What follows belongs to an exercise in optimizing a design on an open flow for small area, a short achievable clock period and few clock cycles; a production flow would make more cautious choices.
Function was checked by simulation only, so behaviour that the tests miss may differ from the original.
Power and IR drop assume default switching activity.

==> flow/design.v <==
package dcache_pkg;
    localparam int ADDR_W     = 16;
    localparam int WORD_W     = 32;
    localparam int STRB_W     = WORD_W / 8;
    localparam int LINE_WORDS = 4;
    localparam int LINE_W     = LINE_WORDS * WORD_W;
    localparam int LINES      = 16;
    localparam int OFFSET_W = $clog2(LINE_W / 8);
    localparam int INDEX_W  = $clog2(LINES);
    localparam int TAG_W    = ADDR_W - INDEX_W - OFFSET_W;
    localparam int LADDR_W  = TAG_W + INDEX_W;
    localparam int WSEL_W   = $clog2(LINE_WORDS);   
    typedef enum logic [1:0] {
        IDLE,
        WRITEBACK,
        REFILL,
        FILL
    } miss_state_t;
endpackage
`timescale 1ns/1ps
`timescale 1ns/1ps
`timescale 1ns/1ps
`timescale 1ns/1ps
`timescale 1ns/1ps
module dcache_top (
    input  logic                           CLK,
    input  logic                           RST,
    input  logic                           req_valid,
    output logic                           req_ready,
    input  logic                           req_write,
    input  logic [dcache_pkg::ADDR_W-1:0]  req_addr,
    input  logic [dcache_pkg::WORD_W-1:0]  req_wdata,
    input  logic [dcache_pkg::STRB_W-1:0]  req_wstrb,
    output logic                           rsp_valid,
    output logic [dcache_pkg::WORD_W-1:0]  rsp_rdata,
    output logic                           l2_req_valid,
    output logic [dcache_pkg::LADDR_W-1:0] l2_req_addr,
    input  logic                           l2_rsp_valid,
    input  logic [dcache_pkg::LINE_W-1:0]  l2_rsp_line,
    output logic                           l2_wb_valid,
    output logic [dcache_pkg::LADDR_W-1:0] l2_wb_addr,
    output logic [dcache_pkg::LINE_W-1:0]  l2_wb_line,
    input  logic                           l2_wb_done
);
    localparam int LINES  = dcache_pkg::LINES;
    localparam int WORDS  = dcache_pkg::LINE_WORDS;
    localparam int STRB_W = dcache_pkg::STRB_W;
    localparam int WORD_W = dcache_pkg::WORD_W;
    localparam int LINE_W = dcache_pkg::LINE_W;
    localparam int TAG_W  = dcache_pkg::TAG_W;
    localparam int IDX_W  = dcache_pkg::INDEX_W;
    localparam int WSEL_W = dcache_pkg::WSEL_W;
    logic [LINE_W-1:0] data_q [LINES];
    logic [TAG_W-1:0]  tag_q  [LINES];
    logic [LINES-1:0]  valid_q;
    logic [LINES-1:0]  dirty_q;
    logic              s1_valid;
    logic              s1_hit;      
    logic              wb_busy;     
    logic              rf_busy;     
    logic              s1_write;
    logic [TAG_W-1:0]  s1_tag;
    logic [IDX_W-1:0]  s1_idx;
    logic [WSEL_W-1:0] s1_word;
    logic [WORD_W-1:0] s1_wdata;
    logic [STRB_W-1:0] s1_wstrb;
    logic [TAG_W-1:0]  s1_vtag;     
    logic [LINE_W-1:0] s1_line;     
    logic [WORD_W-1:0] s1_rword;    
    logic [WORDS-1:0]  rf_wsel;     
    logic              s1_free;     
    logic              fill;
    logic              s1_done;
    logic              s1_wr_arr;
    logic [LINE_W-1:0] merged;
    logic [TAG_W-1:0]  r_tag;
    logic [IDX_W-1:0]  r_idx;
    logic [WSEL_W-1:0] r_word;
    logic              r_same;
    logic [TAG_W-1:0]  r_vtag;
    logic              r_hit;
    logic              r_vdirty;
    logic [LINE_W-1:0] r_line;
    assign fill      = rf_busy && l2_rsp_valid;
    assign s1_done   = s1_hit || fill;
    assign s1_wr_arr = (s1_hit && s1_write) || fill;
    assign rsp_valid = s1_done;
    assign req_ready = s1_free || fill;
    always_comb begin
        rsp_rdata = s1_rword;
        for (int w = 0; w < WORDS; w++) begin
            rsp_rdata = rsp_rdata | ({WORD_W{rf_wsel[w]}} & l2_rsp_line[w*WORD_W +: WORD_W]);
        end
    end
    assign l2_wb_valid  = wb_busy;
    assign l2_wb_addr   = {s1_vtag, s1_idx};
    assign l2_wb_line   = s1_line;
    assign l2_req_valid = rf_busy;
    assign l2_req_addr  = {s1_tag, s1_idx};
    always_comb begin
        merged = rf_busy ? l2_rsp_line : s1_line;
        for (int b = 0; b < STRB_W; b++) begin
            if (s1_write && s1_wstrb[b]) begin
                merged[s1_word*WORD_W + b*8 +: 8] = s1_wdata[b*8 +: 8];
            end
        end
    end
    assign r_tag  = req_addr[dcache_pkg::ADDR_W-1 -: TAG_W];
    assign r_idx  = req_addr[dcache_pkg::OFFSET_W +: IDX_W];
    assign r_word = req_addr[dcache_pkg::OFFSET_W-1 -: WSEL_W];
    assign r_same = s1_done && (r_idx == s1_idx);
    always_comb begin
        if (r_same) begin
            r_vtag   = s1_tag;
            r_hit    = (s1_tag == r_tag);
            r_vdirty = s1_write || (!rf_busy && dirty_q[r_idx]);
            r_line   = merged;
        end else begin
            r_vtag   = tag_q[r_idx];
            r_hit    = valid_q[r_idx] && (tag_q[r_idx] == r_tag);
            r_vdirty = valid_q[r_idx] && dirty_q[r_idx];
            r_line   = data_q[r_idx];
        end
    end
    always_ff @(posedge CLK) begin
        if (RST) begin
            s1_valid <= 1'b0;
            s1_hit   <= 1'b0;
            s1_free  <= 1'b1;
            wb_busy  <= 1'b0;
            rf_busy  <= 1'b0;
            rf_wsel  <= '0;
        end else if (req_ready) begin
            s1_valid <= req_valid;
            s1_hit   <= req_valid && r_hit;
            s1_free  <= !req_valid || r_hit;
            wb_busy  <= req_valid && !r_hit && r_vdirty;
            rf_busy  <= req_valid && !r_hit && !r_vdirty;
            for (int w = 0; w < WORDS; w++) begin
                rf_wsel[w] <= req_valid && !r_hit && !r_vdirty && r_word == w;
            end
        end else if (wb_busy && l2_wb_done) begin
            wb_busy <= 1'b0;
            rf_busy <= 1'b1;
            for (int w = 0; w < WORDS; w++) begin
                rf_wsel[w] <= s1_word == w;
            end
        end
    end
    always_ff @(posedge CLK) begin
        if (req_ready) begin
            s1_write <= req_write;
            s1_tag   <= r_tag;
            s1_idx   <= r_idx;
            s1_word  <= r_word;
            s1_wdata <= req_wdata;
            s1_wstrb <= req_wstrb;
            s1_vtag  <= r_vtag;
            s1_line  <= r_line;
            s1_rword <= r_hit ? r_line[r_word*WORD_W +: WORD_W] : '0;
        end
    end
    always_ff @(posedge CLK) begin
        for (int i = 0; i < LINES; i++) begin
            if (s1_wr_arr && s1_idx == i) begin
                data_q[i]  <= merged;
                dirty_q[i] <= s1_write;
            end
            if (fill && s1_idx == i) begin
                tag_q[i] <= s1_tag;
            end
        end
    end
    always_ff @(posedge CLK) begin
        if (RST) begin
            valid_q <= '0;
        end else if (fill) begin
            valid_q[s1_idx] <= 1'b1;
        end
    end
endmodule
clock: 6.5 ns
lec_check: 0
cap_margin: 20
core_margin: 2
core_utilization: 55
cts_cluster_diameter: 100
cts_cluster_size: 30
setup_slack_margin: 3.3
slew_margin: 20
run.sh (not shown) runs the stock make flow with config.mk's settings and CLKGATE_MAP_FILE= SYNTH_SCRIPT=/design/flow/synth_recipe.tcl, a recipe that flattens the netlist after the stock synthesis.
Testbench counts at the start, summed over its fixed seeds: cycles 28,336.
Change:
--- a/flow/config.mk
+++ b/flow/config.mk
@@ -9,6 +9,4 @@
 export CORE_MARGIN = 2
 export CORE_UTILIZATION = 55
-export CTS_CLUSTER_DIAMETER = 100
-export CTS_CLUSTER_SIZE = 30
 export SETUP_SLACK_MARGIN = 3.3
 export SLEW_MARGIN = 20
Result:
- global-route usage climbs by 0.29 points
- combinational power drops by about 1%
- clock-buffer cell count climbs by 191
- maximum frequency drops by 1.2%
- synthesized cell count is unchanged
Change:
--- a/flow/config.mk
+++ b/flow/config.mk
@@ -9,4 +9,6 @@
 export CORE_MARGIN = 2
 export CORE_UTILIZATION = 55
+export CTS_BUF_LIST = sky130_fd_sc_hd__clkbuf_8
+export CTS_CLUSTER_SIZE = 20
 export SETUP_SLACK_MARGIN = 3.3
 export SLEW_MARGIN = 20
Result: The changed run went through all stages and came out clean. Cell area hardly moves. Hold slack barely changes. Final cell count climbs by 2.8%. Via count climbs by 1.3%. Worst setup slack got worse by 0.15 ns. Utilization drops by 0.14 points. Power drops by 3.9%. Routed wire length climbs by 1.1%. Flip-flop and latch count does not change. Non-clock buffer count climbs by 6. Global-route usage climbs by 0.14 points.
Change:
==> flow/flow/run.sh (new file) <==
#!/bin/bash
set -euo pipefail
bash standard.sh "BUFFER_PORTS_ARGS=-buffer_cell sky130_fd_sc_hd__buf_2" finish > flow_make.log 2>&1
==> flow/standard.sh (new file) <==
#!/bin/bash
# synth_recipe.tcl (not shown) runs the flow's synth.tcl, then flattens the netlist and writes it again
# the make line also repeats each setting of config.mk as NAME=value (left out here)
make -C /OpenROAD-flow-scripts/flow DESIGN_CONFIG=/design/flow/config.mk WORK_HOME=/design/flow/orfs CLKGATE_MAP_FILE= SYNTH_SCRIPT=/design/flow/synth_recipe.tcl "${@:-finish}"
--- a/flow/config.mk
+++ b/flow/config.mk
@@ -8,7 +8,8 @@
 export CAP_MARGIN = 20
 export CORE_MARGIN = 2
-export CORE_UTILIZATION = 55
-export CTS_BUF_LIST = sky130_fd_sc_hd__clkbuf_8
-export CTS_CLUSTER_SIZE = 20
+export CORE_UTILIZATION = 70
+export CTS_CLUSTER_DIAMETER = 80
+export CTS_CLUSTER_SIZE = 24
+export PLACE_DENSITY = 0.75
 export SETUP_SLACK_MARGIN = 3.3
 export SLEW_MARGIN = 20
removed: flow/run.sh
- flip-flop and latch count is unchanged
- worst setup slack gets better by 0.20 ns
- die area fell by about a fifth
- maximum frequency rose by a few percent
- via count rose slightly
- count of clock-buffer cells in the layout fell by 279
- final cell count fell by roughly a tenth

[re-timing with driven ports]
The flow's constraints put no driver on any port. The routed layouts listed below were extracted and timed again, unchanged, in two steps.
Step 1 sets driving cells, clkbuf_16 on the clock port and buf_2 on the other inputs (assumed; they add their load-dependent delay and slew).
Step 2 also shifts input and output timing later by t, the mid clock arrival at the registers, as if the neighbouring blocks saw the same clock.
a / b / c = ideal ports / drivers / drivers and shift; a / b = the first two.
run | shift t [ns] | slack for setup (ns) | worst data-port slew with drivers (ns)
the first run | 0.857 | 2.911 / 2.804 / 1.972 | 0.25
the second run | 0.970 | 2.867 / 2.767 / 1.927 | 0.24
the third run | 1.156 | 2.713 / 2.683 / 1.969 | 0.28
the fourth run | 0.875 | 2.917 / 2.746 / 1.872 | 0.34
After both steps setup and hold are still met in every run listed. The setup slack of the fourth run, which loses most, moves by -0.171 ns with the drivers and by -1.045 ns with both steps.
